Source: an optimization exercise on an open RTL-to-GDS flow (aim: small area, a short achievable clock period and few clock cycles per item). Production flows keep margins and buffers that such runs may drop. Only simulation tests tie the RTL to the original design; equivalence was not proved. Power is estimated from default activity; no workload was simulated.

[config.mk]
export PLATFORM = sky130hd
export DESIGN_NAME = tx_zc_phase_gen
export DESIGN_NICKNAME = tx_zc_phase_gen
export VERILOG_FILES = /design/flow/design.v
export SDC_FILE = /design/flow/constraint.sdc
export NUM_CORES = 4
export LEC_CHECK = 0
export CAP_MARGIN = 5
export CORE_MARGIN = 2
export CORE_UTILIZATION = 40
export CTS_BUF_LIST = sky130_fd_sc_hd__clkbuf_8
export CTS_CLUSTER_DIAMETER = 60
export CTS_CLUSTER_SIZE = 20
export SETUP_SLACK_MARGIN = 4.4
export SLEW_MARGIN = 5
export TNS_END_PERCENT = 10
[constraint.sdc]
create_clock -name core_clock -period 8.0 [get_ports {sys_clk}]
set_input_delay 1.6000 -clock core_clock [delete_from_list [all_inputs] [get_ports {sys_clk}]]
set_output_delay 1.6000 -clock core_clock [all_outputs]
set_load 0.01 [all_outputs]
[design.v]
package tx_zc_pkg;
    localparam int ZC_NZC_W_DEF = 12;
    localparam int ZC_OUT_W_DEF = 12;
    localparam int ZC_INV_W_DEF = 18;
    localparam int ZC_T_MULT = 24;
endpackage
module tx_zc_mul (
    input  logic        clk,
    input  logic        i_en,
    input  logic [16:0] i_th,
    input  logic [17:0] i_inv,
    output logic [11:0] o_y,
    output logic [16:0] o_p
);
    logic [18:0] thx;
    logic [8:0]  w_neg, w_one, w_two;
    logic [8:0]  neg, one, two;
    logic        r_dsgn;
    logic [18:0] pp0;
    logic [18:0] pp1;
    logic [18:0] pp2;
    logic [18:0] pp3;
    logic [18:0] pp4;
    logic [18:0] pp5;
    logic [18:0] pp6;
    logic [18:0] pp7;
    logic [18:0] pp8;
    logic [34:0] ra, rb;
    logic [34:6] r_a, r_b;
    logic        r_sgn, r_c6;
    logic [6:0]  w_l6;
    logic s1;
    logic c2;
    logic s3;
    logic c4;
    logic s5;
    logic c6;
    logic s7;
    logic c8;
    logic s9;
    logic c10;
    logic s11;
    logic c12;
    logic s13;
    logic c14;
    logic s15;
    logic c16;
    logic s17;
    logic c18;
    logic s19;
    logic c20;
    logic s21;
    logic c22;
    logic s23;
    logic c24;
    logic s25;
    logic c26;
    logic s27;
    logic c28;
    logic s29;
    logic c30;
    logic s31;
    logic c32;
    logic s33;
    logic c34;
    logic s35;
    logic c36;
    logic s37;
    logic c38;
    logic s39;
    logic c40;
    logic s41;
    logic c42;
    logic s43;
    logic c44;
    logic s45;
    logic c46;
    logic s47;
    logic c48;
    logic s49;
    logic c50;
    logic s51;
    logic c52;
    logic s53;
    logic c54;
    logic s55;
    logic c56;
    logic s57;
    logic c58;
    logic s59;
    logic c60;
    logic s61;
    logic c62;
    logic s63;
    logic c64;
    logic s65;
    logic c66;
    logic s67;
    logic c68;
    logic s69;
    logic c70;
    logic s71;
    logic c72;
    logic s73;
    logic c74;
    logic s75;
    logic c76;
    logic s77;
    logic c78;
    logic s79;
    logic c80;
    logic s81;
    logic c82;
    logic s83;
    logic c84;
    logic s85;
    logic c86;
    logic s87;
    logic c88;
    logic s89;
    logic c90;
    logic s91;
    logic c92;
    logic s93;
    logic c94;
    logic s95;
    logic c96;
    logic s97;
    logic c98;
    logic s99;
    logic c100;
    logic s101;
    logic c102;
    logic s103;
    logic c104;
    logic s105;
    logic c106;
    logic s107;
    logic c108;
    logic s109;
    logic c110;
    logic s111;
    logic c112;
    logic s113;
    logic c114;
    logic s115;
    logic c116;
    logic s117;
    logic c118;
    logic s119;
    logic c120;
    logic s121;
    logic c122;
    logic s123;
    logic c124;
    logic s125;
    logic c126;
    logic s127;
    logic c128;
    logic s129;
    logic c130;
    logic s131;
    logic c132;
    logic s133;
    logic c134;
    logic s135;
    logic c136;
    logic s137;
    logic c138;
    logic s139;
    logic c140;
    logic s141;
    logic c142;
    logic s143;
    logic c144;
    logic s145;
    logic c146;
    logic s147;
    logic c148;
    logic s149;
    logic c150;
    logic s151;
    logic c152;
    logic s153;
    logic c154;
    logic s155;
    logic c156;
    logic s157;
    logic c158;
    logic s159;
    logic c160;
    logic s161;
    logic c162;
    logic s163;
    logic c164;
    logic s165;
    logic c166;
    logic s167;
    logic c168;
    logic s169;
    logic c170;
    logic s171;
    logic c172;
    logic s173;
    logic c174;
    logic s175;
    logic c176;
    logic s177;
    logic c178;
    logic s179;
    logic c180;
    logic s181;
    logic c182;
    logic s183;
    logic c184;
    logic s185;
    logic c186;
    logic s187;
    logic c188;
    logic s189;
    logic c190;
    logic s191;
    logic c192;
    logic s193;
    logic c194;
    logic s195;
    logic c196;
    logic s197;
    logic c198;
    logic s199;
    logic c200;
    logic s201;
    logic c202;
    logic s203;
    logic c204;
    logic s205;
    logic c206;
    logic s207;
    logic c208;
    logic s209;
    logic c210;
    logic s211;
    logic c212;
    logic s213;
    logic c214;
    logic s215;
    logic c216;
    logic s217;
    logic c218;
    logic s219;
    logic c220;
    logic s221;
    logic c222;
    logic s223;
    logic c224;
    logic s225;
    logic c226;
    logic s227;
    logic c228;
    logic s229;
    logic c230;
    logic s231;
    logic c232;
    logic s233;
    logic c234;
    logic s235;
    logic c236;
    logic s237;
    logic c238;
    logic s239;
    logic c240;
    logic s241;
    logic c242;
    logic s243;
    logic c244;
    logic s245;
    logic c246;
    logic s247;
    logic c248;
    logic s249;
    logic c250;
    logic s251;
    logic c252;
    logic s253;
    logic c254;
    logic s255;
    logic c256;
    logic s257;
    logic c258;
    logic s259;
    logic c260;
    logic s261;
    logic c262;
    logic s263;
    logic c264;
    logic s265;
    logic c266;
    logic s267;
    logic c268;
    logic s269;
    logic c270;
    logic s271;
    logic c272;
    logic s273;
    logic c274;
    logic s275;
    logic c276;
    logic s277;
    logic c278;
    logic s279;
    logic c280;
    logic s281;
    logic c282;
    logic s283;
    logic c284;
    logic s285;
    logic c286;
    logic s287;
    logic c288;
    logic s289;
    logic c290;
    logic s291;
    logic c292;
    logic s293;
    logic c294;
    logic s295;
    logic c296;
    logic s297;
    logic c298;
    logic s299;
    logic c300;
    logic s301;
    logic c302;
    logic s303;
    logic c304;
    logic s305;
    logic c306;
    assign thx = {i_th[16], i_th, 1'b0};
    always_comb begin
        for (int i = 0; i < 9; i++) begin
            w_neg[i] = thx[2*i+2] & ~(thx[2*i+1] & thx[2*i]);
            w_one[i] = thx[2*i+1] ^ thx[2*i];
            w_two[i] = (thx[2*i+2] & ~thx[2*i+1] & ~thx[2*i]) | (~thx[2*i+2] & thx[2*i+1] & thx[2*i]);
        end
    end
    always_ff @(posedge clk) begin
        if (i_en) begin
            neg    <= w_neg;
            one    <= w_one;
            two    <= w_two;
            r_dsgn <= i_th[16];
        end
    end
    assign pp0 = (({19{one[0]}} & {1'b0, i_inv}) | ({19{two[0]}} & {i_inv, 1'b0})) ^ {19{neg[0]}};
    assign pp1 = (({19{one[1]}} & {1'b0, i_inv}) | ({19{two[1]}} & {i_inv, 1'b0})) ^ {19{neg[1]}};
    assign pp2 = (({19{one[2]}} & {1'b0, i_inv}) | ({19{two[2]}} & {i_inv, 1'b0})) ^ {19{neg[2]}};
    assign pp3 = (({19{one[3]}} & {1'b0, i_inv}) | ({19{two[3]}} & {i_inv, 1'b0})) ^ {19{neg[3]}};
    assign pp4 = (({19{one[4]}} & {1'b0, i_inv}) | ({19{two[4]}} & {i_inv, 1'b0})) ^ {19{neg[4]}};
    assign pp5 = (({19{one[5]}} & {1'b0, i_inv}) | ({19{two[5]}} & {i_inv, 1'b0})) ^ {19{neg[5]}};
    assign pp6 = (({19{one[6]}} & {1'b0, i_inv}) | ({19{two[6]}} & {i_inv, 1'b0})) ^ {19{neg[6]}};
    assign pp7 = (({19{one[7]}} & {1'b0, i_inv}) | ({19{two[7]}} & {i_inv, 1'b0})) ^ {19{neg[7]}};
    assign pp8 = (({19{one[8]}} & {1'b0, i_inv}) | ({19{two[8]}} & {i_inv, 1'b0})) ^ {19{neg[8]}};
    assign s1 = pp0[16] ^ pp1[14];
    assign c2 = pp0[16] & pp1[14];
    assign s3 = pp0[17] ^ pp1[15];
    assign c4 = pp0[17] & pp1[15];
    assign s5 = pp0[18] ^ pp1[16];
    assign c6 = pp0[18] & pp1[16];
    assign s7 = pp1[17] ^ pp2[15];
    assign c8 = pp1[17] & pp2[15];
    assign s9 = pp1[18] ^ pp2[16];
    assign c10 = pp1[18] & pp2[16];
    assign s11 = ~neg[1] ^ pp2[17];
    assign c12 = ~neg[1] & pp2[17];
    assign s13 = pp0[10] ^ pp1[8];
    assign c14 = pp0[10] & pp1[8];
    assign s15 = pp0[11] ^ pp1[9];
    assign c16 = pp0[11] & pp1[9];
    assign s17 = pp0[12] ^ pp1[10] ^ pp2[8];
    assign c18 = (pp0[12] & pp1[10]) | (pp0[12] & pp2[8]) | (pp1[10] & pp2[8]);
    assign s19 = pp3[6] ^ pp4[4];
    assign c20 = pp3[6] & pp4[4];
    assign s21 = pp0[13] ^ pp1[11] ^ pp2[9];
    assign c22 = (pp0[13] & pp1[11]) | (pp0[13] & pp2[9]) | (pp1[11] & pp2[9]);
    assign s23 = pp3[7] ^ pp4[5];
    assign c24 = pp3[7] & pp4[5];
    assign s25 = pp0[14] ^ pp1[12] ^ pp2[10];
    assign c26 = (pp0[14] & pp1[12]) | (pp0[14] & pp2[10]) | (pp1[12] & pp2[10]);
    assign s27 = pp3[8] ^ pp4[6] ^ pp5[4];
    assign c28 = (pp3[8] & pp4[6]) | (pp3[8] & pp5[4]) | (pp4[6] & pp5[4]);
    assign s29 = pp6[2] ^ pp7[0];
    assign c30 = pp6[2] & pp7[0];
    assign s31 = pp0[15] ^ pp1[13] ^ pp2[11];
    assign c32 = (pp0[15] & pp1[13]) | (pp0[15] & pp2[11]) | (pp1[13] & pp2[11]);
    assign s33 = pp3[9] ^ pp4[7] ^ pp5[5];
    assign c34 = (pp3[9] & pp4[7]) | (pp3[9] & pp5[5]) | (pp4[7] & pp5[5]);
    assign s35 = pp6[3] ^ pp7[1];
    assign c36 = pp6[3] & pp7[1];
    assign s37 = pp2[12] ^ pp3[10] ^ pp4[8];
    assign c38 = (pp2[12] & pp3[10]) | (pp2[12] & pp4[8]) | (pp3[10] & pp4[8]);
    assign s39 = pp5[6] ^ pp6[4] ^ pp7[2];
    assign c40 = (pp5[6] & pp6[4]) | (pp5[6] & pp7[2]) | (pp6[4] & pp7[2]);
    assign s41 = pp8[0] ^ neg[8] ^ s1;
    assign c42 = (pp8[0] & neg[8]) | (pp8[0] & s1) | (neg[8] & s1);
    assign s43 = pp2[13] ^ pp3[11] ^ pp4[9];
    assign c44 = (pp2[13] & pp3[11]) | (pp2[13] & pp4[9]) | (pp3[11] & pp4[9]);
    assign s45 = pp5[7] ^ pp6[5] ^ pp7[3];
    assign c46 = (pp5[7] & pp6[5]) | (pp5[7] & pp7[3]) | (pp6[5] & pp7[3]);
    assign s47 = pp8[1] ^ s3 ^ c2;
    assign c48 = (pp8[1] & s3) | (pp8[1] & c2) | (s3 & c2);
    assign s49 = pp2[14] ^ pp3[12] ^ pp4[10];
    assign c50 = (pp2[14] & pp3[12]) | (pp2[14] & pp4[10]) | (pp3[12] & pp4[10]);
    assign s51 = pp5[8] ^ pp6[6] ^ pp7[4];
    assign c52 = (pp5[8] & pp6[6]) | (pp5[8] & pp7[4]) | (pp6[6] & pp7[4]);
    assign s53 = pp8[2] ^ s5 ^ c4;
    assign c54 = (pp8[2] & s5) | (pp8[2] & c4) | (s5 & c4);
    assign s55 = pp3[13] ^ pp4[11] ^ pp5[9];
    assign c56 = (pp3[13] & pp4[11]) | (pp3[13] & pp5[9]) | (pp4[11] & pp5[9]);
    assign s57 = pp6[7] ^ pp7[5] ^ pp8[3];
    assign c58 = (pp6[7] & pp7[5]) | (pp6[7] & pp8[3]) | (pp7[5] & pp8[3]);
    assign s59 = neg[0] ^ s7 ^ c6;
    assign c60 = (neg[0] & s7) | (neg[0] & c6) | (s7 & c6);
    assign s61 = pp3[14] ^ pp4[12] ^ pp5[10];
    assign c62 = (pp3[14] & pp4[12]) | (pp3[14] & pp5[10]) | (pp4[12] & pp5[10]);
    assign s63 = pp6[8] ^ pp7[6] ^ pp8[4];
    assign c64 = (pp6[8] & pp7[6]) | (pp6[8] & pp8[4]) | (pp7[6] & pp8[4]);
    assign s65 = neg[0] ^ s9 ^ c8;
    assign c66 = (neg[0] & s9) | (neg[0] & c8) | (s9 & c8);
    assign s67 = pp3[15] ^ pp4[13] ^ pp5[11];
    assign c68 = (pp3[15] & pp4[13]) | (pp3[15] & pp5[11]) | (pp4[13] & pp5[11]);
    assign s69 = pp6[9] ^ pp7[7] ^ pp8[5];
    assign c70 = (pp6[9] & pp7[7]) | (pp6[9] & pp8[5]) | (pp7[7] & pp8[5]);
    assign s71 = ~neg[0] ^ s11 ^ c10;
    assign c72 = (~neg[0] & s11) | (~neg[0] & c10) | (s11 & c10);
    assign s73 = pp2[18] ^ pp3[16] ^ pp4[14];
    assign c74 = (pp2[18] & pp3[16]) | (pp2[18] & pp4[14]) | (pp3[16] & pp4[14]);
    assign s75 = pp5[12] ^ pp6[10] ^ pp7[8];
    assign c76 = (pp5[12] & pp6[10]) | (pp5[12] & pp7[8]) | (pp6[10] & pp7[8]);
    assign s77 = ~(pp8[6] ^ c12);
    assign c78 = pp8[6] | c12;
    assign s79 = ~neg[2] ^ pp3[17] ^ pp4[15];
    assign c80 = (~neg[2] & pp3[17]) | (~neg[2] & pp4[15]) | (pp3[17] & pp4[15]);
    assign s81 = pp5[13] ^ pp6[11] ^ pp7[9];
    assign c82 = (pp5[13] & pp6[11]) | (pp5[13] & pp7[9]) | (pp6[11] & pp7[9]);
    assign s83 = pp3[18] ^ pp4[16] ^ pp5[14];
    assign c84 = (pp3[18] & pp4[16]) | (pp3[18] & pp5[14]) | (pp4[16] & pp5[14]);
    assign s85 = pp6[12] ^ pp7[10];
    assign c86 = pp6[12] & pp7[10];
    assign s87 = ~neg[3] ^ pp4[17] ^ pp5[15];
    assign c88 = (~neg[3] & pp4[17]) | (~neg[3] & pp5[15]) | (pp4[17] & pp5[15]);
    assign s89 = pp4[18] ^ pp5[16];
    assign c90 = pp4[18] & pp5[16];
    assign s91 = pp0[6] ^ pp1[4];
    assign c92 = pp0[6] & pp1[4];
    assign s93 = pp0[7] ^ pp1[5];
    assign c94 = pp0[7] & pp1[5];
    assign s95 = pp0[8] ^ pp1[6] ^ pp2[4];
    assign c96 = (pp0[8] & pp1[6]) | (pp0[8] & pp2[4]) | (pp1[6] & pp2[4]);
    assign s97 = pp3[2] ^ pp4[0];
    assign c98 = pp3[2] & pp4[0];
    assign s99 = pp0[9] ^ pp1[7] ^ pp2[5];
    assign c100 = (pp0[9] & pp1[7]) | (pp0[9] & pp2[5]) | (pp1[7] & pp2[5]);
    assign s101 = pp3[3] ^ pp4[1];
    assign c102 = pp3[3] & pp4[1];
    assign s103 = pp2[6] ^ pp3[4] ^ pp4[2];
    assign c104 = (pp2[6] & pp3[4]) | (pp2[6] & pp4[2]) | (pp3[4] & pp4[2]);
    assign s105 = pp5[0] ^ neg[5] ^ s13;
    assign c106 = (pp5[0] & neg[5]) | (pp5[0] & s13) | (neg[5] & s13);
    assign s107 = pp2[7] ^ pp3[5] ^ pp4[3];
    assign c108 = (pp2[7] & pp3[5]) | (pp2[7] & pp4[3]) | (pp3[5] & pp4[3]);
    assign s109 = pp5[1] ^ s15 ^ c14;
    assign c110 = (pp5[1] & s15) | (pp5[1] & c14) | (s15 & c14);
    assign s111 = pp5[2] ^ pp6[0] ^ neg[6];
    assign c112 = (pp5[2] & pp6[0]) | (pp5[2] & neg[6]) | (pp6[0] & neg[6]);
    assign s113 = s17 ^ s19 ^ c16;
    assign c114 = (s17 & s19) | (s17 & c16) | (s19 & c16);
    assign s115 = pp5[3] ^ pp6[1] ^ s21;
    assign c116 = (pp5[3] & pp6[1]) | (pp5[3] & s21) | (pp6[1] & s21);
    assign s117 = s23 ^ c18 ^ c20;
    assign c118 = (s23 & c18) | (s23 & c20) | (c18 & c20);
    assign s119 = neg[7] ^ s25 ^ s27;
    assign c120 = (neg[7] & s25) | (neg[7] & s27) | (s25 & s27);
    assign s121 = s29 ^ c22 ^ c24;
    assign c122 = (s29 & c22) | (s29 & c24) | (c22 & c24);
    assign s123 = s31 ^ s33 ^ s35;
    assign c124 = (s31 & s33) | (s31 & s35) | (s33 & s35);
    assign s125 = c26 ^ c28 ^ c30;
    assign c126 = (c26 & c28) | (c26 & c30) | (c28 & c30);
    assign s127 = s37 ^ s39 ^ s41;
    assign c128 = (s37 & s39) | (s37 & s41) | (s39 & s41);
    assign s129 = c32 ^ c34 ^ c36;
    assign c130 = (c32 & c34) | (c32 & c36) | (c34 & c36);
    assign s131 = s43 ^ s45 ^ s47;
    assign c132 = (s43 & s45) | (s43 & s47) | (s45 & s47);
    assign s133 = c38 ^ c40 ^ c42;
    assign c134 = (c38 & c40) | (c38 & c42) | (c40 & c42);
    assign s135 = s49 ^ s51 ^ s53;
    assign c136 = (s49 & s51) | (s49 & s53) | (s51 & s53);
    assign s137 = c44 ^ c46 ^ c48;
    assign c138 = (c44 & c46) | (c44 & c48) | (c46 & c48);
    assign s139 = s55 ^ s57 ^ s59;
    assign c140 = (s55 & s57) | (s55 & s59) | (s57 & s59);
    assign s141 = c50 ^ c52 ^ c54;
    assign c142 = (c50 & c52) | (c50 & c54) | (c52 & c54);
    assign s143 = s61 ^ s63 ^ s65;
    assign c144 = (s61 & s63) | (s61 & s65) | (s63 & s65);
    assign s145 = c56 ^ c58 ^ c60;
    assign c146 = (c56 & c58) | (c56 & c60) | (c58 & c60);
    assign s147 = s67 ^ s69 ^ s71;
    assign c148 = (s67 & s69) | (s67 & s71) | (s69 & s71);
    assign s149 = c62 ^ c64 ^ c66;
    assign c150 = (c62 & c64) | (c62 & c66) | (c64 & c66);
    assign s151 = s73 ^ s75 ^ s77;
    assign c152 = (s73 & s75) | (s73 & s77) | (s75 & s77);
    assign s153 = c68 ^ c70 ^ c72;
    assign c154 = (c68 & c70) | (c68 & c72) | (c70 & c72);
    assign s155 = pp8[7] ^ s79 ^ s81;
    assign c156 = (pp8[7] & s79) | (pp8[7] & s81) | (s79 & s81);
    assign s157 = c74 ^ c76 ^ c78;
    assign c158 = (c74 & c76) | (c74 & c78) | (c76 & c78);
    assign s159 = ~(pp8[8] ^ s83);
    assign c160 = pp8[8] | s83;
    assign s161 = s85 ^ c80 ^ c82;
    assign c162 = (s85 & c80) | (s85 & c82) | (c80 & c82);
    assign s163 = pp6[13] ^ pp7[11] ^ pp8[9];
    assign c164 = (pp6[13] & pp7[11]) | (pp6[13] & pp8[9]) | (pp7[11] & pp8[9]);
    assign s165 = s87 ^ c84 ^ c86;
    assign c166 = (s87 & c84) | (s87 & c86) | (c84 & c86);
    assign s167 = pp6[14] ^ pp7[12] ^ pp8[10];
    assign c168 = (pp6[14] & pp7[12]) | (pp6[14] & pp8[10]) | (pp7[12] & pp8[10]);
    assign s169 = ~(s89 ^ c88);
    assign c170 = s89 | c88;
    assign s171 = ~neg[4] ^ pp5[17] ^ pp6[15];
    assign c172 = (~neg[4] & pp5[17]) | (~neg[4] & pp6[15]) | (pp5[17] & pp6[15]);
    assign s173 = pp7[13] ^ pp8[11] ^ c90;
    assign c174 = (pp7[13] & pp8[11]) | (pp7[13] & c90) | (pp8[11] & c90);
    assign s175 = pp5[18] ^ pp6[16] ^ pp7[14];
    assign c176 = (pp5[18] & pp6[16]) | (pp5[18] & pp7[14]) | (pp6[16] & pp7[14]);
    assign s177 = ~pp8[12];
    assign c178 = pp8[12];
    assign s179 = ~neg[5] ^ pp6[17] ^ pp7[15];
    assign c180 = (~neg[5] & pp6[17]) | (~neg[5] & pp7[15]) | (pp6[17] & pp7[15]);
    assign s181 = pp6[18] ^ pp7[16];
    assign c182 = pp6[18] & pp7[16];
    assign s183 = pp0[4] ^ pp1[2];
    assign c184 = pp0[4] & pp1[2];
    assign s185 = pp0[5] ^ pp1[3] ^ pp2[1];
    assign c186 = (pp0[5] & pp1[3]) | (pp0[5] & pp2[1]) | (pp1[3] & pp2[1]);
    assign s187 = pp2[2] ^ pp3[0] ^ neg[3];
    assign c188 = (pp2[2] & pp3[0]) | (pp2[2] & neg[3]) | (pp3[0] & neg[3]);
    assign s189 = pp2[3] ^ pp3[1] ^ s93;
    assign c190 = (pp2[3] & pp3[1]) | (pp2[3] & s93) | (pp3[1] & s93);
    assign s191 = neg[4] ^ s95 ^ s97;
    assign c192 = (neg[4] & s95) | (neg[4] & s97) | (s95 & s97);
    assign s193 = s99 ^ s101 ^ c96;
    assign c194 = (s99 & s101) | (s99 & c96) | (s101 & c96);
    assign s195 = s103 ^ s105 ^ c100;
    assign c196 = (s103 & s105) | (s103 & c100) | (s105 & c100);
    assign s197 = s107 ^ s109 ^ c104;
    assign c198 = (s107 & s109) | (s107 & c104) | (s109 & c104);
    assign s199 = s111 ^ s113 ^ c108;
    assign c200 = (s111 & s113) | (s111 & c108) | (s113 & c108);
    assign s201 = s115 ^ s117 ^ c112;
    assign c202 = (s115 & s117) | (s115 & c112) | (s117 & c112);
    assign s203 = s119 ^ s121 ^ c116;
    assign c204 = (s119 & s121) | (s119 & c116) | (s121 & c116);
    assign s205 = s123 ^ s125 ^ c120;
    assign c206 = (s123 & s125) | (s123 & c120) | (s125 & c120);
    assign s207 = s127 ^ s129 ^ c124;
    assign c208 = (s127 & s129) | (s127 & c124) | (s129 & c124);
    assign s209 = s131 ^ s133 ^ c128;
    assign c210 = (s131 & s133) | (s131 & c128) | (s133 & c128);
    assign s211 = s135 ^ s137 ^ c132;
    assign c212 = (s135 & s137) | (s135 & c132) | (s137 & c132);
    assign s213 = s139 ^ s141 ^ c136;
    assign c214 = (s139 & s141) | (s139 & c136) | (s141 & c136);
    assign s215 = s143 ^ s145 ^ c140;
    assign c216 = (s143 & s145) | (s143 & c140) | (s145 & c140);
    assign s217 = s147 ^ s149 ^ c144;
    assign c218 = (s147 & s149) | (s147 & c144) | (s149 & c144);
    assign s219 = s151 ^ s153 ^ c148;
    assign c220 = (s151 & s153) | (s151 & c148) | (s153 & c148);
    assign s221 = s155 ^ s157 ^ c152;
    assign c222 = (s155 & s157) | (s155 & c152) | (s157 & c152);
    assign s223 = s159 ^ s161 ^ c156;
    assign c224 = (s159 & s161) | (s159 & c156) | (s161 & c156);
    assign s225 = s163 ^ s165 ^ c160;
    assign c226 = (s163 & s165) | (s163 & c160) | (s165 & c160);
    assign s227 = s167 ^ s169 ^ c164;
    assign c228 = (s167 & s169) | (s167 & c164) | (s169 & c164);
    assign s229 = s171 ^ s173 ^ c168;
    assign c230 = (s171 & s173) | (s171 & c168) | (s173 & c168);
    assign s231 = s175 ^ s177 ^ c172;
    assign c232 = (s175 & s177) | (s175 & c172) | (s177 & c172);
    assign s233 = pp8[13] ^ s179 ^ c176;
    assign c234 = (pp8[13] & s179) | (pp8[13] & c176) | (s179 & c176);
    assign s235 = ~(pp8[14] ^ s181);
    assign c236 = pp8[14] | s181;
    assign s237 = ~neg[6] ^ pp7[17] ^ pp8[15];
    assign c238 = (~neg[6] & pp7[17]) | (~neg[6] & pp8[15]) | (pp7[17] & pp8[15]);
    assign s239 = pp7[18] ^ pp8[16];
    assign c240 = pp7[18] & pp8[16];
    assign s241 = pp0[2] ^ pp1[0];
    assign c242 = pp0[2] & pp1[0];
    assign s243 = pp0[3] ^ pp1[1];
    assign c244 = pp0[3] & pp1[1];
    assign s245 = pp2[0] ^ neg[2] ^ s183;
    assign c246 = (pp2[0] & neg[2]) | (pp2[0] & s183) | (neg[2] & s183);
    assign s247 = ~(s185 ^ c184);
    assign c248 = s185 | c184;
    assign s249 = s91 ^ s187 ^ c186;
    assign c250 = (s91 & s187) | (s91 & c186) | (s187 & c186);
    assign s251 = c92 ^ s189 ^ c188;
    assign c252 = (c92 & s189) | (c92 & c188) | (s189 & c188);
    assign s253 = c94 ^ s191 ^ c190;
    assign c254 = (c94 & s191) | (c94 & c190) | (s191 & c190);
    assign s255 = c98 ^ s193 ^ c192;
    assign c256 = (c98 & s193) | (c98 & c192) | (s193 & c192);
    assign s257 = c102 ^ s195 ^ c194;
    assign c258 = (c102 & s195) | (c102 & c194) | (s195 & c194);
    assign s259 = c106 ^ s197 ^ c196;
    assign c260 = (c106 & s197) | (c106 & c196) | (s197 & c196);
    assign s261 = c110 ^ s199 ^ c198;
    assign c262 = (c110 & s199) | (c110 & c198) | (s199 & c198);
    assign s263 = c114 ^ s201 ^ c200;
    assign c264 = (c114 & s201) | (c114 & c200) | (s201 & c200);
    assign s265 = c118 ^ s203 ^ c202;
    assign c266 = (c118 & s203) | (c118 & c202) | (s203 & c202);
    assign s267 = c122 ^ s205 ^ c204;
    assign c268 = (c122 & s205) | (c122 & c204) | (s205 & c204);
    assign s269 = c126 ^ s207 ^ c206;
    assign c270 = (c126 & s207) | (c126 & c206) | (s207 & c206);
    assign s271 = c130 ^ s209 ^ c208;
    assign c272 = (c130 & s209) | (c130 & c208) | (s209 & c208);
    assign s273 = c134 ^ s211 ^ c210;
    assign c274 = (c134 & s211) | (c134 & c210) | (s211 & c210);
    assign s275 = c138 ^ s213 ^ c212;
    assign c276 = (c138 & s213) | (c138 & c212) | (s213 & c212);
    assign s277 = c142 ^ s215 ^ c214;
    assign c278 = (c142 & s215) | (c142 & c214) | (s215 & c214);
    assign s279 = c146 ^ s217 ^ c216;
    assign c280 = (c146 & s217) | (c146 & c216) | (s217 & c216);
    assign s281 = c150 ^ s219 ^ c218;
    assign c282 = (c150 & s219) | (c150 & c218) | (s219 & c218);
    assign s283 = c154 ^ s221 ^ c220;
    assign c284 = (c154 & s221) | (c154 & c220) | (s221 & c220);
    assign s285 = c158 ^ s223 ^ c222;
    assign c286 = (c158 & s223) | (c158 & c222) | (s223 & c222);
    assign s287 = c162 ^ s225 ^ c224;
    assign c288 = (c162 & s225) | (c162 & c224) | (s225 & c224);
    assign s289 = c166 ^ s227 ^ c226;
    assign c290 = (c166 & s227) | (c166 & c226) | (s227 & c226);
    assign s291 = c170 ^ s229 ^ c228;
    assign c292 = (c170 & s229) | (c170 & c228) | (s229 & c228);
    assign s293 = c174 ^ s231 ^ c230;
    assign c294 = (c174 & s231) | (c174 & c230) | (s231 & c230);
    assign s295 = c178 ^ s233 ^ c232;
    assign c296 = (c178 & s233) | (c178 & c232) | (s233 & c232);
    assign s297 = c180 ^ s235 ^ c234;
    assign c298 = (c180 & s235) | (c180 & c234) | (s235 & c234);
    assign s299 = c182 ^ s237 ^ c236;
    assign c300 = (c182 & s237) | (c182 & c236) | (s237 & c236);
    assign s301 = ~(s239 ^ c238);
    assign c302 = s239 | c238;
    assign s303 = ~neg[7] ^ pp8[17] ^ c240;
    assign c304 = (~neg[7] & pp8[17]) | (~neg[7] & c240) | (pp8[17] & c240);
    assign s305 = ~pp8[18];
    assign c306 = pp8[18];
    assign ra[0] = pp0[0];
    assign rb[0] = neg[0];
    assign ra[1] = pp0[1];
    assign rb[1] = 1'b0;
    assign ra[2] = neg[1];
    assign rb[2] = s241;
    assign ra[3] = s243;
    assign rb[3] = c242;
    assign ra[4] = s245;
    assign rb[4] = c244;
    assign ra[5] = s247;
    assign rb[5] = c246;
    assign ra[6] = s249;
    assign rb[6] = c248;
    assign ra[7] = s251;
    assign rb[7] = c250;
    assign ra[8] = s253;
    assign rb[8] = c252;
    assign ra[9] = s255;
    assign rb[9] = c254;
    assign ra[10] = s257;
    assign rb[10] = c256;
    assign ra[11] = s259;
    assign rb[11] = c258;
    assign ra[12] = s261;
    assign rb[12] = c260;
    assign ra[13] = s263;
    assign rb[13] = c262;
    assign ra[14] = s265;
    assign rb[14] = c264;
    assign ra[15] = s267;
    assign rb[15] = c266;
    assign ra[16] = s269;
    assign rb[16] = c268;
    assign ra[17] = s271;
    assign rb[17] = c270;
    assign ra[18] = s273;
    assign rb[18] = c272;
    assign ra[19] = s275;
    assign rb[19] = c274;
    assign ra[20] = s277;
    assign rb[20] = c276;
    assign ra[21] = s279;
    assign rb[21] = c278;
    assign ra[22] = s281;
    assign rb[22] = c280;
    assign ra[23] = s283;
    assign rb[23] = c282;
    assign ra[24] = s285;
    assign rb[24] = c284;
    assign ra[25] = s287;
    assign rb[25] = c286;
    assign ra[26] = s289;
    assign rb[26] = c288;
    assign ra[27] = s291;
    assign rb[27] = c290;
    assign ra[28] = s293;
    assign rb[28] = c292;
    assign ra[29] = s295;
    assign rb[29] = c294;
    assign ra[30] = s297;
    assign rb[30] = c296;
    assign ra[31] = s299;
    assign rb[31] = c298;
    assign ra[32] = s301;
    assign rb[32] = c300;
    assign ra[33] = s303;
    assign rb[33] = c302;
    assign ra[34] = s305;
    assign rb[34] = c304;
    assign w_l6 = {1'b0, ra[5:0]} + {1'b0, rb[5:0]};
    always_ff @(posedge clk) begin
        if (i_en) begin
            r_a   <= ra[34:6];
            r_b   <= rb[34:6];
            r_sgn <= r_dsgn;
            r_c6  <= w_l6[6];
        end
    end
    logic [22:6] w_lo;
    logic [17:0] w_sum;
    assign w_sum = {r_a[22:6], r_c6} + {r_b[22:6], r_c6};
    assign w_lo  = w_sum[17:1];
    assign o_p  = w_lo[22:6];
    logic [34:17] w_p, w_o, w_g;
    logic         w_z0, w_z1;
    assign w_p   = r_a[34:17] ^ r_b[34:17];
    assign w_o   = r_a[34:17] | r_b[34:17];
    assign w_g   = r_a[34:17] & r_b[34:17];
    assign w_z0  = !w_lo[17] && (w_o[33:17] == w_p[34:18]);
    assign w_z1  = w_lo[17] && (w_g[33:17] == ~w_p[34:18]);
    assign o_y   = (w_z0 || w_z1) ? w_lo[17:6] : (r_sgn ? 12'h800 : 12'h7ff);
endmodule
module tx_zc_phase_gen #(
    parameter int NZC_W  = tx_zc_pkg::ZC_NZC_W_DEF,
    parameter int OUT_W  = tx_zc_pkg::ZC_OUT_W_DEF,
    parameter int INV_W  = tx_zc_pkg::ZC_INV_W_DEF,
    parameter int PH_W   = NZC_W + 5
) (
    input  logic             sys_clk,
    input  logic             rst,
    input  logic             start,
    input  logic             abort,
    input  logic [NZC_W-1:0] zc_N_zc,
    input  logic [NZC_W-1:0] zc_len,
    input  logic [NZC_W-1:0] zc_start_index,
    input  logic [PH_W-1:0]  zc_Q,
    input  logic [PH_W-1:0]  zc_P,
    input  logic [INV_W-1:0] zc_inv_T,
    input  logic             theta_ready,
    output logic             theta_valid,
    output logic [OUT_W-1:0] theta_data,
    output logic             theta_last,
    output logic             busy,
    output logic             cfg_err
);
    logic        r_busy, r_idle, r_cfg_err;
    logic        r_ph_q2;    
    logic        r_ph_e0;    
    logic        r_ph_run;   
    logic        r_ph_w1;    
    logic        r_ph_w2;    
    logic        r_ph_w3;    
    logic        r_s1_valid, r_s1_last, r_s2_valid, r_s2_last, r_out_valid, r_out_last;
    logic [11:0] r_out_data;
    logic [11:0] r_nzc;          
    logic [13:0] r_t3;           
    logic [16:0] r_q;            
    logic [16:0] r_p;            
    logic [17:0] r_inv;          
    logic [11:0] r_rem;          
    logic [11:0] r_skip;         
    logic [11:0]        r_mc;    
    logic               r_wrap;  
    logic               r_usep;  
    logic signed [16:0] r_th;    
    logic [16:0]        r_e;     
    logic [4:0]         r_z;     
    logic [4:0]         r_pm;    
    logic [13:0] w_3n;
    logic [14:0] w_qc_a, w_qc_b, w_qc_s, w_qc_c, w_qc_r;
    logic [14:0] w_pc_s, w_pc_c, w_pc_r;
    logic [15:0] w_q2_a, w_q2_b, w_q2_s, w_q2_c, w_q2x;
    logic        w_cfg_ok, w_accept, w_adv, w_step, w_done, w_last_step;
    logic [16:0] w_t, w_half;
    logic [16:0] w_q2;
    logic [18:0] w_tha, w_thb, w_tnx, w_hnx, w_ths, w_s1, w_c1, w_ths_m, w_s2, w_c2, w_thc;
    logic [16:0] w_th_nxt;
    logic        w_wrap_nxt, w_e0_nxt;
    logic [16:0] w_ea;
    logic [18:0] w_eq, w_tx, w_ed, w_s3, w_c3, w_edt;
    logic [16:0] w_e_nxt;
    logic [1:0]  w_p3;
    logic [4:0]  w_pm;
    logic [3:0]  w_zl_s;
    logic [4:0]  w_z_nxt, w_zth5;
    logic [16:0] w_zth;
    logic [17:0] r_mul_b;        
    logic [11:0] w_sat;
    logic [16:0] w_prod;
    logic        w_th_ld;
    logic [16:0] w_th_d;
    assign w_qc_a   = {3'b000, zc_N_zc};
    assign w_qc_b   = ~{1'b0, zc_N_zc, 2'b00};
    assign w_qc_s   = w_qc_a ^ w_qc_b ^ {1'b0, zc_Q[16:3]};
    assign w_qc_c   = {(w_qc_a[13:0] & w_qc_b[13:0]) | ((w_qc_a[13:0] | w_qc_b[13:0]) & zc_Q[16:3]), 1'b1};
    assign w_qc_r   = w_qc_s + w_qc_c;
    assign w_pc_s   = w_qc_a ^ w_qc_b ^ {1'b0, zc_P[16:3]};
    assign w_pc_c   = {(w_qc_a[13:0] & w_qc_b[13:0]) | ((w_qc_a[13:0] | w_qc_b[13:0]) & zc_P[16:3]), 1'b1};
    assign w_pc_r   = w_pc_s + w_pc_c;
    assign w_cfg_ok = (zc_N_zc[11:2] != '0 || zc_N_zc[1:0] == 2'd3) && (zc_len != '0) &&
                      (zc_start_index < zc_len) && w_qc_r[14] && w_pc_r[14];
    assign w_accept = !r_busy && start && w_cfg_ok;
    assign w_adv       = !(r_out_valid && !theta_ready);
    assign w_step      = w_adv && r_ph_run;
    assign w_last_step = (r_rem == 12'd1);
    assign w_done      = r_out_valid && r_out_last && theta_ready;
    assign w_t    = {r_t3, 3'b000};
    assign w_half = {1'b0, r_t3, 2'b00};
    assign w_3n    = 14'(r_nzc) + {1'b0, r_nzc, 1'b0};
    assign w_q2_a  = {4'b0000, r_nzc};
    assign w_q2_b  = ~{2'b00, r_nzc, 2'b00};
    assign w_q2_s  = w_q2_a ^ w_q2_b ^ {1'b0, r_q[16:2]};
    assign w_q2_c  = {(w_q2_a[14:0] & w_q2_b[14:0]) | ((w_q2_a[14:0] | w_q2_b[14:0]) & r_q[16:2]), 1'b1};
    assign w_q2x   = w_q2_s + w_q2_c;
    assign w_q2    = w_q2x[15] ? {r_q[15:0], 1'b0} : {w_q2x[13:0], r_q[1:0], 1'b0};
    assign w_tha  = {r_th[16], r_th[16], r_th};
    assign w_thb  = {2'b00, r_e};
    assign w_tnx  = ~{2'b00, w_t};
    assign w_hnx  = ~{2'b00, w_half};
    assign w_ths  = w_tha + w_thb;
    assign w_s1   = w_tha ^ w_thb ^ w_tnx;
    assign w_c1   = {(w_tha[17:0] & w_thb[17:0]) | (w_tha[17:0] & w_tnx[17:0]) | (w_thb[17:0] & w_tnx[17:0]), 1'b1};
    assign w_ths_m = w_s1 + w_c1;
    assign w_s2   = w_tha ^ w_thb ^ w_hnx;
    assign w_c2   = {(w_tha[17:0] & w_thb[17:0]) | (w_tha[17:0] & w_hnx[17:0]) | (w_thb[17:0] & w_hnx[17:0]), 1'b1};
    assign w_thc  = w_s2 + w_c2;
    assign w_th_nxt = w_thc[18] ? w_ths[16:0] : w_ths_m[16:0];
    assign w_ea   = r_usep ? r_p : r_e;
    assign w_eq   = ~{2'b00, r_q};
    assign w_tx   = {2'b00, w_t};
    assign w_ed   = {2'b00, w_ea} - {2'b00, r_q};
    assign w_s3   = {2'b00, w_ea} ^ w_eq ^ w_tx;
    assign w_c3   = {({1'b0, w_ea} & w_eq[17:0]) | ({1'b0, w_ea} & w_tx[17:0]) | (w_eq[17:0] & w_tx[17:0]), 1'b1};
    assign w_edt  = w_s3 + w_c3;
    assign w_e_nxt = w_ed[18] ? w_edt[16:0] : w_ed[16:0];
    function automatic logic [1:0] add3(input logic [1:0] a, input logic [1:0] b);
        case ({a, b})
            4'b0000: add3 = 2'd0;  4'b0001: add3 = 2'd1;  4'b0010: add3 = 2'd2;
            4'b0100: add3 = 2'd1;  4'b0101: add3 = 2'd2;  4'b0110: add3 = 2'd0;
            4'b1000: add3 = 2'd2;  4'b1001: add3 = 2'd0;  4'b1010: add3 = 2'd1;
            default: add3 = 2'd0;
        endcase
    endfunction
    function automatic logic [1:0] red3(input logic [1:0] g);
        red3 = {g[1] & ~g[0], g[0] & ~g[1]};
    endfunction
    always_comb begin
        logic [1:0] r0, r1, r2, r3, r4, r5, r6;
        r0 = red3(r_p[4:3]);   r1 = red3(r_p[6:5]);   r2 = red3(r_p[8:7]);
        r3 = red3(r_p[10:9]);  r4 = red3(r_p[12:11]); r5 = red3(r_p[14:13]);
        r6 = red3(r_p[16:15]);
        w_p3 = add3(add3(add3(r0, r1), add3(r2, r3)), add3(add3(r4, r5), r6));
    end
    assign w_pm = {w_p3, r_p[2:0]};
    assign w_zl_s  = {1'b0, r_z[2:0]} + {1'b0, r_pm[2:0]};
    assign w_z_nxt = {add3(add3(r_z[4:3], r_pm[4:3]), {1'b0, w_zl_s[3]}), w_zl_s[2:0]};
    assign w_zth5  = (r_z[4:3] == 2'd2) ? {2'b11, r_z[2:0]} :
                     (r_z[4:3] == 2'd1 && r_z[2]) ? {2'b10, r_z[2:0]} : {1'b0, r_z[3], r_z[2:0]};
    assign w_zth   = {{12{w_zth5[4]}}, w_zth5};
    always_comb begin
        if (r_ph_q2)      w_th_d = '0;
        else if (r_ph_w3) w_th_d = w_prod;
        else if (r_wrap)  w_th_d = w_zth;
        else              w_th_d = w_th_nxt;
    end
    assign w_th_ld = r_ph_q2 || (w_adv && (r_ph_run || r_ph_w3));
    always_ff @(posedge sys_clk) begin
        r_mul_b <= ((r_ph_w1 && w_adv) || (r_ph_w2 && !w_adv)) ? {r_nzc, 6'b000000} : r_inv;
    end
    tx_zc_mul u_mul (.clk(sys_clk), .i_en(w_adv), .i_th(r_th), .i_inv(r_mul_b),
                     .o_y(w_sat), .o_p(w_prod));
    assign w_e0_nxt   = !rst && !abort && r_busy && r_ph_q2;
    assign w_wrap_nxt = r_ph_q2 ? 1'b0 : (w_step ? (!r_wrap && r_mc == 12'd2) : r_wrap);
    always_ff @(posedge sys_clk) begin
        if (rst || abort) begin
            r_busy      <= 1'b0;
            r_idle      <= 1'b1;
            r_ph_q2     <= 1'b0;
            r_ph_e0     <= 1'b0;
            r_ph_run    <= 1'b0;
            r_ph_w1     <= 1'b0;
            r_ph_w2     <= 1'b0;
            r_ph_w3     <= 1'b0;
            r_s1_valid  <= 1'b0;
            r_s1_last   <= 1'b0;
            r_s2_valid  <= 1'b0;
            r_s2_last   <= 1'b0;
            r_out_valid <= 1'b0;
            r_out_last  <= 1'b0;
            r_cfg_err   <= 1'b0;
        end else begin
            r_cfg_err <= !r_busy && start && !w_cfg_ok;
            if (!r_busy) begin
                r_busy  <= w_accept;
                r_idle  <= !w_accept;
                r_ph_q2 <= w_accept;
            end else begin
                if (w_done) begin
                    r_busy <= 1'b0;
                    r_idle <= 1'b1;
                end
                r_ph_q2 <= 1'b0;
                r_ph_e0 <= r_ph_q2;
                if (r_ph_e0) r_ph_run <= 1'b1;
                if (w_adv) begin
                    if (r_ph_run && (w_last_step || r_wrap)) r_ph_run <= 1'b0;
                    r_ph_w1 <= r_ph_run && !w_last_step && r_wrap;
                    r_ph_w2 <= r_ph_w1;
                    r_ph_w3 <= r_ph_w2;
                    if (r_ph_w3) r_ph_run <= 1'b1;
                end
            end
            if (w_adv) begin
                r_s1_valid  <= w_step && (r_skip == '0);
                r_s1_last   <= w_last_step;
                r_s2_valid  <= r_s1_valid;
                r_s2_last   <= r_s1_last;
                r_out_valid <= r_s2_valid;
                r_out_last  <= r_s2_last;
            end
        end
    end
    always_ff @(posedge sys_clk) begin
        if (r_idle) begin
            r_nzc  <= zc_N_zc;
            r_q    <= zc_Q;
            r_p    <= zc_P;
            r_inv  <= zc_inv_T;
            r_rem  <= zc_len;
            r_skip <= zc_start_index;
        end else begin
            if (r_ph_q2) r_q <= w_q2;
            if (w_step) begin
                r_rem <= r_rem - 12'd1;
                if (r_skip != '0) r_skip <= r_skip - 12'd1;
            end
        end
    end
    always_ff @(posedge sys_clk) begin
        if (w_th_ld) begin
            r_th <= w_th_d;
        end
        r_t3   <= w_3n;
        r_wrap <= w_wrap_nxt;
        r_usep <= w_e0_nxt || w_wrap_nxt;
        if (r_ph_q2) begin
            r_mc   <= r_nzc;
            r_pm   <= w_pm;
            r_z    <= w_pm;
        end
        if (r_ph_e0) begin
            r_e <= w_e_nxt;
        end
        if (w_step) begin
            r_e <= w_e_nxt;
            if (r_wrap) begin
                r_z    <= w_z_nxt;
                r_mc   <= r_nzc;
            end else begin
                r_mc   <= r_mc - 12'd1;
            end
        end
        if (w_adv) begin
            r_out_data <= w_sat;
        end
    end
    assign theta_valid = r_out_valid;
    assign theta_data  = r_out_data;
    assign theta_last  = r_out_last;
    assign busy        = r_busy;
    assign cfg_err     = r_cfg_err;
endmodule
[flow/run.sh]
#!/bin/bash
# The standard layout, with the ports buffered by buf_1 cells instead of the
# default choice of buffer cell.
set -euo pipefail
export BUFFER_PORTS_ARGS="-buffer_cell sky130_fd_sc_hd__buf_1"
bash standard.sh > standard.log 2>&1
[standard.sh]
#!/bin/bash
# synth_recipe.tcl (not shown) runs the flow's synth.tcl, then flattens the netlist and writes it again
# the make line also repeats each setting of config.mk as NAME=value (left out here)
make -C /OpenROAD-flow-scripts/flow DESIGN_CONFIG=/design/flow/config.mk WORK_HOME=/design/flow/orfs CLKGATE_MAP_FILE= SYNTH_SCRIPT=/design/flow/synth_recipe.tcl "${@:-finish}"
==> metrics.yaml, run 1 <==
critical_path:
  cp_max_fo: 5
  cp.required_ns: 8.55
  path_delay_family: "compound AO/OA/AOI/OAI gates"
  cp_num_buf_inv: 2
  start_kind: "input port"
  end_kind: "register"
  path_cells: "buf_4 -> fa_1 -> inv_1 -> ha_1 -> o21a_1 -> o21a_1 -> o21a_1 -> o31a_1 -> o211ai_1 -> nand4_1 -> mux2_4 -> o21a_1"
  cp_slowest_cell: "fa_1"
  critPathArrivalTime_ns: 4.16
  max_stage_delay_ns: 0.54
  critical_path_class: "in2reg"
  cp_common_cell: "o21a_1"
drt:
  highest_layer: "met4"
  met3WireLength_um: 3380
  drt_drc_violations_left: 0
  antenna_left: 0
  vias: 20600
  routed_wirelength_um: 72500
  first_pass_iters: 5
  wl_met1_um: 30900
  dr_wl_met2_um: 35700
  viasPerCell: 5.29
  drtIter0Drc: 1336
  routedWlPerCell_um: 18.6
timing:
  timing.final.crit_period_ns: 3.61
  layout_setup_ws_ns: 4.39
  finalClockSkew_ns: 0.0253
  slew_headroom_pct: 21.7
  period_share_pct: 45.2
  rsz0062_at_grt: "yes"
  worstMarginPinSlew_ns: 1.17
  setup_viol: 0
  fmax_ghz: 0.277
  tns_ns: 0
  hold_viol: 0
  report.final.slew_viol_count: 0
run_status:
  status: "no timing/DRC/antenna violations"
die:
  io-pin-count: 109
  core_area_mm2: 0.0685
  die_y_um: 267
  initial_utilization_pct: 40.3
  die_x_um: 267
  dieArea_mm2: 0.0710
  rows: 96
cells_and_area:
  syn2layout_area_growth_pct: 11.7
  diodes: 0
  drive_above_1_share_pct: 9.81
  post-route-cell-area_mm2: 0.0308
  final_nets: 3531
logic_synthesis:
  ys_seq_area_share_pct: 29.8
  synth_cell_type_count: 86
  synthArstFlopShare_pct: 0
  synth.ff_latch_count: 292
  synth_edf_count: 238
  avgSynthCellArea_um2: 9.71
  synth_area_mm2: 0.0276
  syn-instance-count: 2840
  synth_top_flop_cell: "edfxtp_1"
  synth_fp_nets: 3394
  synth_warnings: 2
clock_tree:
  cts_max_level: 2
  cts_tree: "done"
  clk_pin_slew_worst_paths_ns: 0.10
  cts_buffers: 37
  clk_latency_ns: 0.64
  cts.sinks: 292
  cts-root-buf: "clkbuf_8"
  cts_buffer_depth: 3
job:
  cap_violations: 0
worst_hold_path:
  worstHoldPathType: "reg2reg"
global_route:
  grt_antenna_before_repair: 1
  grt_max_degree: 75
  overflow: 0
  grt_pass1_vias: 21600
  grt_pass1_wl_um: 115000
  grt_usage_pct: 20.7
placement:
  dp_hpwl_um: 55900
  place.port_buffers: 108
  gp_congestion: 0.889
  dp_slack_ns: 3.49
  place_area_mm2: 0.0287
power_and_ir_drop:
  p_leak_uw: 0.0136
  power_density_mw_per_mm2: 257
  peakVddDrop_mv: 0.110
==> flip-flops by register name, summed over array words and instances, names as in the netlist, 14 cells and up <==
register   cells
r_e           17
r_inv         18
r_mul_b       18
r_p           17
r_q           17
r_t3          14
r_th          17
u_mul.r_a     29
u_mul.r_b     29
==> cell type report <==
class	instances	area, µm²
Clock buffer	40	551
Timing Repair Buffer	227	1550
Tap cell	882	1100
Multi-Input combinational cell	1946	17300
Clock inverter	28	280
Sequential cell	292	8270
Inverter	473	1780
Fill cell	6455	37700
==> final timing paths <==
| check | startpoint | end | slack [ns] | depth (start not counted) |
|---|---|---|---|---|
| setup / recovery | zc_N_zc[0] | r_idle | 4.39 | 12 |
| setup reg to reg | r_nzc[2] | r_q[3] | 4.40 | 14 |
| hold / removal | r_inv[13] | r_mul_b[13] | 0.45 | 2 |
| hold reg to reg | r_inv[13] | r_mul_b[13] | 0.45 | 2 |
==> through the flow <==
step	cells	total power, µW	utilization [%]	hold WS (ns)
3_3_place_gp	3723	6420	42.0	0.435
5_1_grt	3888	8680	45.0	0.484
2_1_floorplan	2840	5430	-	0.400
3_5_place_dp	3723	6570	42.0	0.431
4_1_cts	3861	7930	44.4	0.453
6_report	3888	7920	45.0	0.445
==> cells in the mapped netlist (all sizes together), types with 7 or more instances <==
library cell  count  area (µm²)
nand3            31         168
a21oi            91         459
a22oi           136        1020
a21o             32         240
and2             15        96.3
o31ai             8        87.6
o211ai           16         120
nand4            10        62.6
o22ai            12        75.1
nor3b             7        57.6
mux2              9         109
fa              201        4020
and3             13        86.3
buf              25         130
xnor2           217        1900
o21ai           126         634
a211oi           15         123
edfxtp          238        7150
a221oi            8        70.1
nor2            135         507
nand2           202         758
nor2b            22         138
a31oi            21         131
o21a             39         293
a31o              8        70.1
nor4             17         106
clkbuf          104         390
dfxtp            54        1080
or3               7        43.8
inv             473        1780
mux2i            43         430
nor3             34         170
nand3b            7        52.6
ha              260        3250
nand2b           30         188
xor2            105         927
==> metal layers <==
layer	vias up	track usage, %
met3	136	2.56
met2	551	36.1
met1	10100	26.0
met5	-	0
li1	9836	-
met4	0	7.96
==> worst min-delay path, cell delays in order (launching register included) <==
cell and delay [ns]:
edfxtp_1 0.33, nand2_1 0.05, o21ai_0 0.06
==> cell usage in the layout, fill, tap and decap left out, drive strengths merged, types with 34 or more instances in the layout <==
cell	n
a21oi	91
nor2	135
buf	220
ha	260
nor3	34
clkbuf	46
xnor2	217
nand2	202
mux2i	43
o21a	39
a22oi	136
edfxtp	238
dfxtp	54
fa	201
inv	487
o21ai	126
xor2	105
==> report_power, final <==
part           leakage, µW  internal (µW)  switching, µW  total (µW)
sequential         0.00291           2090            251        2340
clock             0.000415            547            701        1250
combinational       0.0103           1880           2450        4330
==> logic make-up (layout without fill, tap and decap cells) <==
kind of cell	after synthesis	after routing	share of synthesized area [%]
AO/OA/AOI/OAI	564	564	13.9
buffers and inverters	602	768	8.33
XOR/XNOR	322	322	10.3
AND/OR/NAND/NOR	547	547	9.33
flip-flops	292	292	29.8
multiplexers	52	52	1.96
adder cells (fa/ha/maj)	461	461	26.4
==> timing repair <==
item / in CTS / in global routing
hold buffers: 0 / 0
pin swaps: 13 / 19
gates cloned: 1 / 1
buffers inserted: 69 / 26
gates resized for setup: 41 / 47
setup endpoints to repair: 64 / 47
Testbench counts, summed over its fixed seeds: cycles 47,060, items 46,621.
==> inputs of run 2 (changes only) <==
--- a/config.mk
+++ b/config.mk
@@ -11,6 +11,6 @@
 export CTS_BUF_LIST = sky130_fd_sc_hd__clkbuf_8
 export CTS_CLUSTER_DIAMETER = 60
 export CTS_CLUSTER_SIZE = 20
-export SETUP_SLACK_MARGIN = 4.4
+export SETUP_SLACK_MARGIN = 4.5
 export SLEW_MARGIN = 5
 export TNS_END_PERCENT = 10
==> metrics.yaml, run 2 <==
timing:
  setup_viol: 0  # unchanged
  hold_viol: 0  # unchanged
  rsz0062_at_grt: "yes"
  finalClockSkew_ns: 0.0237  # -0.00163 ns
  timing.final.crit_period_ns: 3.57  # -0.0427 ns
  report.final.slew_viol_count: 0  # unchanged
  layout_setup_ws_ns: 4.43  # +0.0427 ns
  fmax_ghz: 0.280  # +1.2%
  slew_headroom_pct: 22.7  # +0.99 points
  period_share_pct: 44.6  # -0.53 points
  tns_ns: 0  # unchanged
  worstMarginPinSlew_ns: 1.16  # -0.0148 ns
logic_synthesis:
  synth.area.top_cells: "edfxtp_1 (26%), fa_1 (15%), ha_1 (12%), xnor2_1 (6.9%), inv_1 (6.4%)"
  synthMostInstantiatedCell: "inv_1"
  avgSynthCellArea_um2: 9.71  # unchanged
  syn-instance-count: 2840  # unchanged
  synthArstFlopShare_pct: 0  # unchanged
  yosysTopAreaCell: "edfxtp_1"
  synth_edf_count: 238  # unchanged
  synth_warnings: 2  # unchanged
  yosys-top-cells-count: "inv_1 (471), ha_1 (260), edfxtp_1 (238)"
  synth.ff_latch_count: 292  # unchanged
  synth_top_area_share_pct: 25.9  # unchanged
  synth_cell_type_count: 86  # unchanged
  synth_top_flop_cell: "edfxtp_1"
  synth_fp_nets: 3394  # unchanged
  synth_area_mm2: 0.0276  # unchanged
  ys_seq_area_share_pct: 29.8  # unchanged
worst_hold_path:
  worstHoldPathType: "reg2reg"
cells_and_area:
  fill_cells: 6442  # -0.20%
  syn2layout_area_growth_pct: 12.6
  final_cells: 3905  # +0.44%
  drive_above_1_share_pct: 11.0  # +1.2 points
  utilization_pct: 45.4  # +0.38 points
  multi_input_area_mm2: 0.0173  # +0.49%
  reg_top3: "u_mul.r_a (29), u_mul.r_b (29)"
  layout_common_cells: "inv_1 (453), ha_1 (249), edfxtp_1 (238), xnor2_1 (217), nand2_1 (202)"
  layout_commonest_cell: "inv_1"
  diodes: 0  # unchanged
  regArea_mm2: 0.00827  # unchanged
  final_nets: 3548  # +0.48%
die:
  core_area_mm2: 0.0685  # unchanged
  dieArea_mm2: 0.0710  # unchanged
  rows: 96  # unchanged
  die_x_um: 267  # unchanged
  die_y_um: 267  # unchanged
  io-pin-count: 109  # unchanged
  initial_utilization_pct: 40.3  # unchanged
clock_tree:
  cts_buffer_depth: 3  # unchanged
  clk_pin_slew_worst_paths_ns: 0.10  # about the same
  cts_hold_buffers: 0  # unchanged
  cts.sinks: 292  # unchanged
  cts_tree: "done"
  cts-root-buf: "clkbuf_8"
  clk_latency_ns: 0.64  # about the same
  cts_max_level: 2  # unchanged
  cts_buffers: 37  # unchanged
global_route:
  grt_pass1_vias: 21700  # +0.41%
  grt_antenna_before_repair: 1  # unchanged
  grt_usage_pct: 20.8  # +0.11 points
  overflow: 0  # unchanged
  grt_max_degree: 75  # unchanged
  grt_pass1_wl_um: 116000  # +0.50%
power_and_ir_drop:
  p_leak_uw: 0.0137  # +0.89%
  power_density_mw_per_mm2: 257  # about the same
  power_frac_comb_pct: 55.0  # +0.4 points
  intPower_uw: 4550  # +0.76%
  pwr-share-seq_pct: 29.4  # -0.2 points
  power_switching_uw: 3430  # +0.94%
  p_clk_share_pct: 15.7  # about the same
  peakVddDrop_mv: 0.110  # -0.15%
  switching_share_pct: 43.0  # +0.043 points
critical_path:
  cp_max_fo: 5  # unchanged
  cp_slowest_cell: "fa_1"
  cp_common_cell: "o21a_1"
  critical_path_class: "in2reg"
  start_kind: "input port"
  path_cells: "buf_12 -> fa_1 -> inv_1 -> ha_1 -> o21a_1 -> o21a_1 -> o21a_1 -> o31a_1 -> o211ai_1 -> nand4_1 -> mux2_4 -> o21a_1"
  critPathArrivalTime_ns: 4.12  # -0.04 ns
  cp.required_ns: 8.54  # about the same
  max_stage_delay_ns: 0.53  # about the same
  end_kind: "register"
run_status:
  status: "no timing/DRC/antenna violations"
drt:
  dr_wl_met2_um: 35800  # +0.27%
  met3WireLength_um: 3640  # +7.6%
  highest_layer: "met4"
  routedWlPerCell_um: 18.7  # +0.18%
  vias: 20700  # +0.52%
  drt_drc_violations_left: 0  # unchanged
  first_pass_iters: 8  # +3
  antenna_left: 0  # unchanged
  routed_wirelength_um: 72900  # +0.62%
  drtIter0Drc: 1317  # -1.4%
  viasPerCell: 5.30  # about the same
  wl_met1_um: 30900  # about the same
placement:
  dp.cells: 3723  # unchanged
  gp_congestion: 0.889  # unchanged
  dp_slack_ns: 3.49  # unchanged
  dp_hpwl_um: 55900  # unchanged
  place.port_buffers: 108  # unchanged
job:
  cap_violations: 0  # unchanged
run 2: layer usage:
layer  vias up  GRT usage, %
li1       9873             -
met1     10100          26.0
met2       569          36.4
met3       141          2.56
met4         0          8.00
met5         -             0
run 2: path summary, 6_finish.rpt:
kind / from / to / slack (ns) / cells past startpoint
max: zc_N_zc[0] / r_idle / 4.43 / 12
min: r_inv[13] / r_mul_b[13] / 0.44 / 2
max reg2reg: u_mul.one[1] / u_mul.r_a[19] / 4.46 / 10
min reg2reg: r_inv[13] / r_mul_b[13] / 0.44 / 2
run 2: cell type report:
cell class              count  share of cell area (%)
clock buffers              40                    1.77
well taps                 882                    3.55
clock inverters            28                   0.902
inverters                 473                    5.77
multi-input cells        1946                    55.9
repair buffers            244                    5.53
flip-flops and latches    292                    26.6
run 2: logic make-up (layout without fill, tap and decap cells):
| logic type | after synthesis | after routing | share of synthesized area, % |
|---|---|---|---|
| xor+xnor | 322 | 322 | 10.3 |
| compound gates | 564 | 564 | 13.9 |
| buf+inv | 602 | 785 | 8.33 |
| simple gates | 547 | 547 | 9.33 |
| mux | 52 | 52 | 1.96 |
| flops | 292 | 292 | 29.8 |
| fa+ha+maj | 461 | 461 | 26.4 |
run 2: power groups by stage:
| stage | Sequential [µW] | Combinational [µW] | Clock, µW |
|---|---|---|---|
| 4_1_cts | 2340 | 4350 | 1300 |
| 3_5_place_dp | 2410 | 4160 | 0 |
| 5_1_grt | 2380 | 5010 | 1350 |
| 6_report | 2340 | 4390 | 1250 |
| 3_3_place_gp | 2400 | 4020 | 0 |
| 2_1_floorplan | 2250 | 3180 | 0 |
run 2: timing repair:
action,CTS,global route
resized for setup,60,67
endpoints found under the setup margin,71,87
cloned,2,0
buffers inserted,79,33
pin swaps,24,29
run 2: metrics by stage:
stage / hold WS (ns) / power (µW) / instance area [µm²]
after CTS: 0.453 / 7980 / 30600
after global routing: 0.484 / 8740 / 31100
after floorplan: 0.400 / 5430 / 27600
after detailed placement: 0.431 / 6570 / 28700
final: 0.441 / 7980 / 31100
after global placement: 0.435 / 6420 / 28700
run 2: critical path: cells and delay by family:
kind | cells | cell delay [ns]
AO/OA/AOI/OAI | 6 | 1.14
adder cells (fa/ha/maj) | 2 | 0.79
multiplexers | 1 | 0.29
buffers and inverters | 2 | 0.15
AND/OR/NAND/NOR | 1 | 0.14
==> inputs of run 3 (changes only) <==
--- a/config.mk
+++ b/config.mk
@@ -11,6 +11,7 @@
 export CTS_BUF_LIST = sky130_fd_sc_hd__clkbuf_8
 export CTS_CLUSTER_DIAMETER = 60
 export CTS_CLUSTER_SIZE = 20
+export GPL_ROUTABILITY_DRIVEN = 0
 export SETUP_SLACK_MARGIN = 4.5
 export SLEW_MARGIN = 5
 export TNS_END_PERCENT = 10
==> metrics.yaml, run 3 <==
placement:
  dp_hpwl_um: 55300  # -0.95%
  dp.cells: 3722  # -0.027%
  dp_slack_ns: 3.46  # -0.0223 ns
  place.port_buffers: 108  # unchanged
logic_synthesis:
  synthArstFlopShare_pct: 0  # unchanged
  synth_warnings: 2  # unchanged
  synth_area_mm2: 0.0276  # unchanged
  synth.ff_latch_count: 292  # unchanged
  syn-instance-count: 2840  # unchanged
  synth_top_area_share_pct: 25.9  # unchanged
  yosysTopAreaCell: "edfxtp_1"
  synthMostInstantiatedCell: "inv_1"
  synth_edf_count: 238  # unchanged
  yosys-top-cells-count: "inv_1 (471), ha_1 (260), edfxtp_1 (238)"
  synth.area.top_cells: "edfxtp_1 (26%), fa_1 (15%), ha_1 (12%), xnor2_1 (6.9%), inv_1 (6.4%)"
  avgSynthCellArea_um2: 9.71  # unchanged
  synth_cell_type_count: 86  # unchanged
  synth_top_flop_cell: "edfxtp_1"
  synth_fp_nets: 3394  # unchanged
  ys_seq_area_share_pct: 29.8  # unchanged
timing:
  report.final.slew_viol_count: 0  # unchanged
  finalClockSkew_ns: 0.0436  # +0.0199 ns
  fmax_ghz: 0.276  # -1.4%
  slew_headroom_pct: 19.5  # -3.1 points
  tns_ns: 0  # unchanged
  rsz0062_at_grt: "yes"
  timing.final.crit_period_ns: 3.62  # +0.0504 ns
  setup_viol: 0  # unchanged
  period_share_pct: 45.3  # +0.63 points
  hold_viol: 0  # unchanged
  worstMarginPinSlew_ns: 1.20  # +0.0470 ns
  layout_setup_ws_ns: 4.38  # -0.0504 ns
global_route:
  grt_antenna_before_repair: 0  # -1
  met3_usage_pct: 2.61  # +0.055 points
  grt-busiest-layer: "met2"
  grt_use_met1_pct: 25.4  # -0.61 points
  grt_pass1_vias: 21700  # +0.11%
  overflow: 0  # unchanged
  grt_usage_pct: 20.6  # -0.21 points
  grtUsageMet2_pct: 36.4  # about the same
  grt_max_degree: 73  # -2.7%
  grt_pass1_wl_um: 115000  # -0.52%
clock_tree:
  cts_max_level: 2  # unchanged
  cts.sinks: 292  # unchanged
  cts_hold_buffers: 0  # unchanged
  cts_tree: "done"
  clk_latency_ns: 0.65  # about the same
  cts_buffers: 37  # unchanged
  clk_pin_slew_worst_paths_ns: 0.09  # about the same
  cts_buffer_depth: 3  # unchanged
  cts-root-buf: "clkbuf_8"
critical_path:
  end_kind: "register"
  start_kind: "input port"
  cp_max_fo: 4  # -1
  reg2regPathDepth: 16  # +6
  r2r_setup_slack_ns: 4.40  # -0.06 ns
  critPathArrivalTime_ns: 4.16  # +0.04 ns
  path_delay_family: "compound AO/OA/AOI/OAI gates"
  rr_endpoint: "r_q[11]"
  cp_common_cell: "a21o_1"
  r2r_start: "r_nzc[4]"
  cp_slowest_cell: "fa_1"
  max_stage_delay_ns: 0.52  # about the same
  critical_path_class: "in2reg"
  cp_num_buf_inv: 3  # +1
  path_cells: "buf_1 -> inv_2 -> fa_1 -> inv_1 -> ha_1 -> a21o_1 -> a21o_1 -> a21oi_2 -> nand3b_1 -> o211ai_1 -> nand4_1 -> mux2_4 -> o21a_1"
  cp.required_ns: 8.54  # about the same
power_and_ir_drop:
  p_total_uw: 8120  # +1.7%
  power_density_mw_per_mm2: 260  # +1.2%
  p_leak_uw: 0.0138  # +0.29%
  peakVddDrop_mv: 0.122  # +11%
drt:
  drtIter0Drc: 1405  # +6.7%
  antenna_left: 0  # unchanged
  first_pass_iters: 7  # -1
  drt_drc_violations_left: 0  # unchanged
  vias: 20900  # +0.92%
  routed_wirelength_um: 72800  # -0.14%
  routedWlPerCell_um: 18.7  # about the same
  viasPerCell: 5.36  # +1.1%
worst_hold_path:
  min_to: "r_mul_b[6]"
  hold_depth: 2  # unchanged
  worstHoldStart: "r_inv[6]"
  worstHoldPathType: "reg2reg"
die:
  die_y_um: 267  # unchanged
  dieArea_mm2: 0.0710  # unchanged
  die_x_um: 267  # unchanged
  initial_utilization_pct: 40.3  # unchanged
  io-pin-count: 109  # unchanged
  rows: 96  # unchanged
  core_area_mm2: 0.0685  # unchanged
cells_and_area:
  layout_common_cells: "inv_1 (452), ha_1 (251), edfxtp_1 (238), xnor2_1 (212), nand2_1 (202)"
  diodes: 0  # unchanged
  final_nets: 3540  # -0.23%
  fill_cells: 6438  # -0.062%
  reg_top3: "u_mul.r_a (29), u_mul.r_b (29)"
  drive_above_1_share_pct: 11.4  # +0.33 points
  syn2layout_area_growth_pct: 13.2
  layout_commonest_cell: "inv_1"
  multi_input_area_mm2: 0.0174  # +0.46%
  regArea_mm2: 0.00827  # about the same
  final_cells: 3897  # -0.20%
job:
  cap_violations: 0  # unchanged
run_status:
  status: "no timing/DRC/antenna violations"
-- run 3: cell counts after synthesis --
Identical to the previous run, type by type.
-- run 3: per-stage QoR --
stage / area, µm² / hold slack, ns / utilization, %
final: 31200 / 0.454 / 45.6
after CTS: 30600 / 0.459 / 44.6
after floorplan: 27600 / 0.400 / -
after global routing: 31200 / 0.490 / 45.6
after global placement: 28700 / 0.435 / 42.0
after detailed placement: 28700 / 0.439 / 42.0
-- run 3: cell type report --
type / count / area share, %
Tap cell: 882 / 3.53
Sequential cell: 292 / 26.5
Clock buffer: 37 / 1.63
Timing Repair Buffer: 236 / 5.53
Clock inverter: 31 / 1.25
Inverter: 473 / 5.74
Multi-Input combinational cell: 1946 / 55.8
-- run 3: how the worst max path moves through the flow --
stage	slack, ns	start	cells past startpoint	end
final	4.38	zc_N_zc[10]	13	r_idle
after global routing	4.27	u_mul.one[1]	10	u_mul.r_a[19]
after CTS	4.28	r_mul_b[11]	9	u_mul.r_a[22]
after detailed placement	3.46	zc_N_zc[9]	12	r_idle
after global placement	3.54	zc_N_zc[2]	13	r_idle
after floorplan	4.15	zc_N_zc[1]	13	r_idle
-- run 3: routing by layer --
| layer | part of all wire, % | wire, µm | vias to the layer above |
|---|---|---|---|
| met5 | 0 | 0 | - |
| li1 | - | - | 9873 |
| met3 | 4.8 | 3490 | 168 |
| met1 | 42 | 30700 | 10200 |
| met2 | 49 | 35900 | 610 |
| met4 | 3.8 | 2770 | 0 |
-- run 3: cells by family after synthesis --
kind of cell / synth area share [%]
AOI/OAI and AO/OA: 13.9
xor gates and xnor gates: 10.3
adders and majority gates: 26.4
buffers and inverters: 8.33
DFF: 29.8
muxes: 1.96
and+or+nand+nor: 9.33
-- run 3: worst register-to-register path: cells and delay by family (launching register included) --
kind	cells	cell delay (ns)
DFF	1	0.52
AOI/OAI and AO/OA	5	0.81
and+or+nand+nor	4	0.38
buffers and inverters	5	0.78
adders and majority gates	2	0.83
-- run 3: power breakdown --
part	total [µW]	leakage (µW)	switching [µW]	internal, µW
logic	4430	0.0104	2490	1940
clock network	1340	0.000453	722	623
registers	2340	0.00291	252	2090
-- run 3: what timing repair did --
item                       CTS  global route
buffers inserted            71            33
pin swaps                   22            52
setup endpoints to repair   70           103
cloned                       2             1
resized for setup           52           103

[what the ideal ports hide]
No port has a modelled driver above. Below, the same layouts with a new extraction and two added sets of constraints. Step 1, drivers: a clkbuf_16 drives sys_clk and a buf_2 each remaining input, both assumed. Step 2 times the ports against the registers' clock, not the clock port: input delays grow and output delays shrink by t, the midpoint of the rising clock arrivals with the driver on. a / b / c = ideal ports / drivers / drivers and shift; a / b = the first two.
run	t (ns)	setup WS [ns]	clock arrival spread, ns	worst register clock-pin slew, ns	worst slew at a driven data input, ns
run 1	0.685	4.386 / 4.400 / 3.735	0.029 / 0.030	0.10 / 0.10	0.07
run 2	0.683	4.429 / 4.435 / 3.751	0.025 / 0.025	0.10 / 0.10	0.07
run 3	0.685	4.379 / 4.400 / 3.717	0.044 / 0.044	0.11 / 0.11	0.06
After both steps setup and hold are still met in every run listed. For run 2, which loses most, drivers alone change the setup slack by +0.006 ns; drivers and shift together by -0.678 ns.
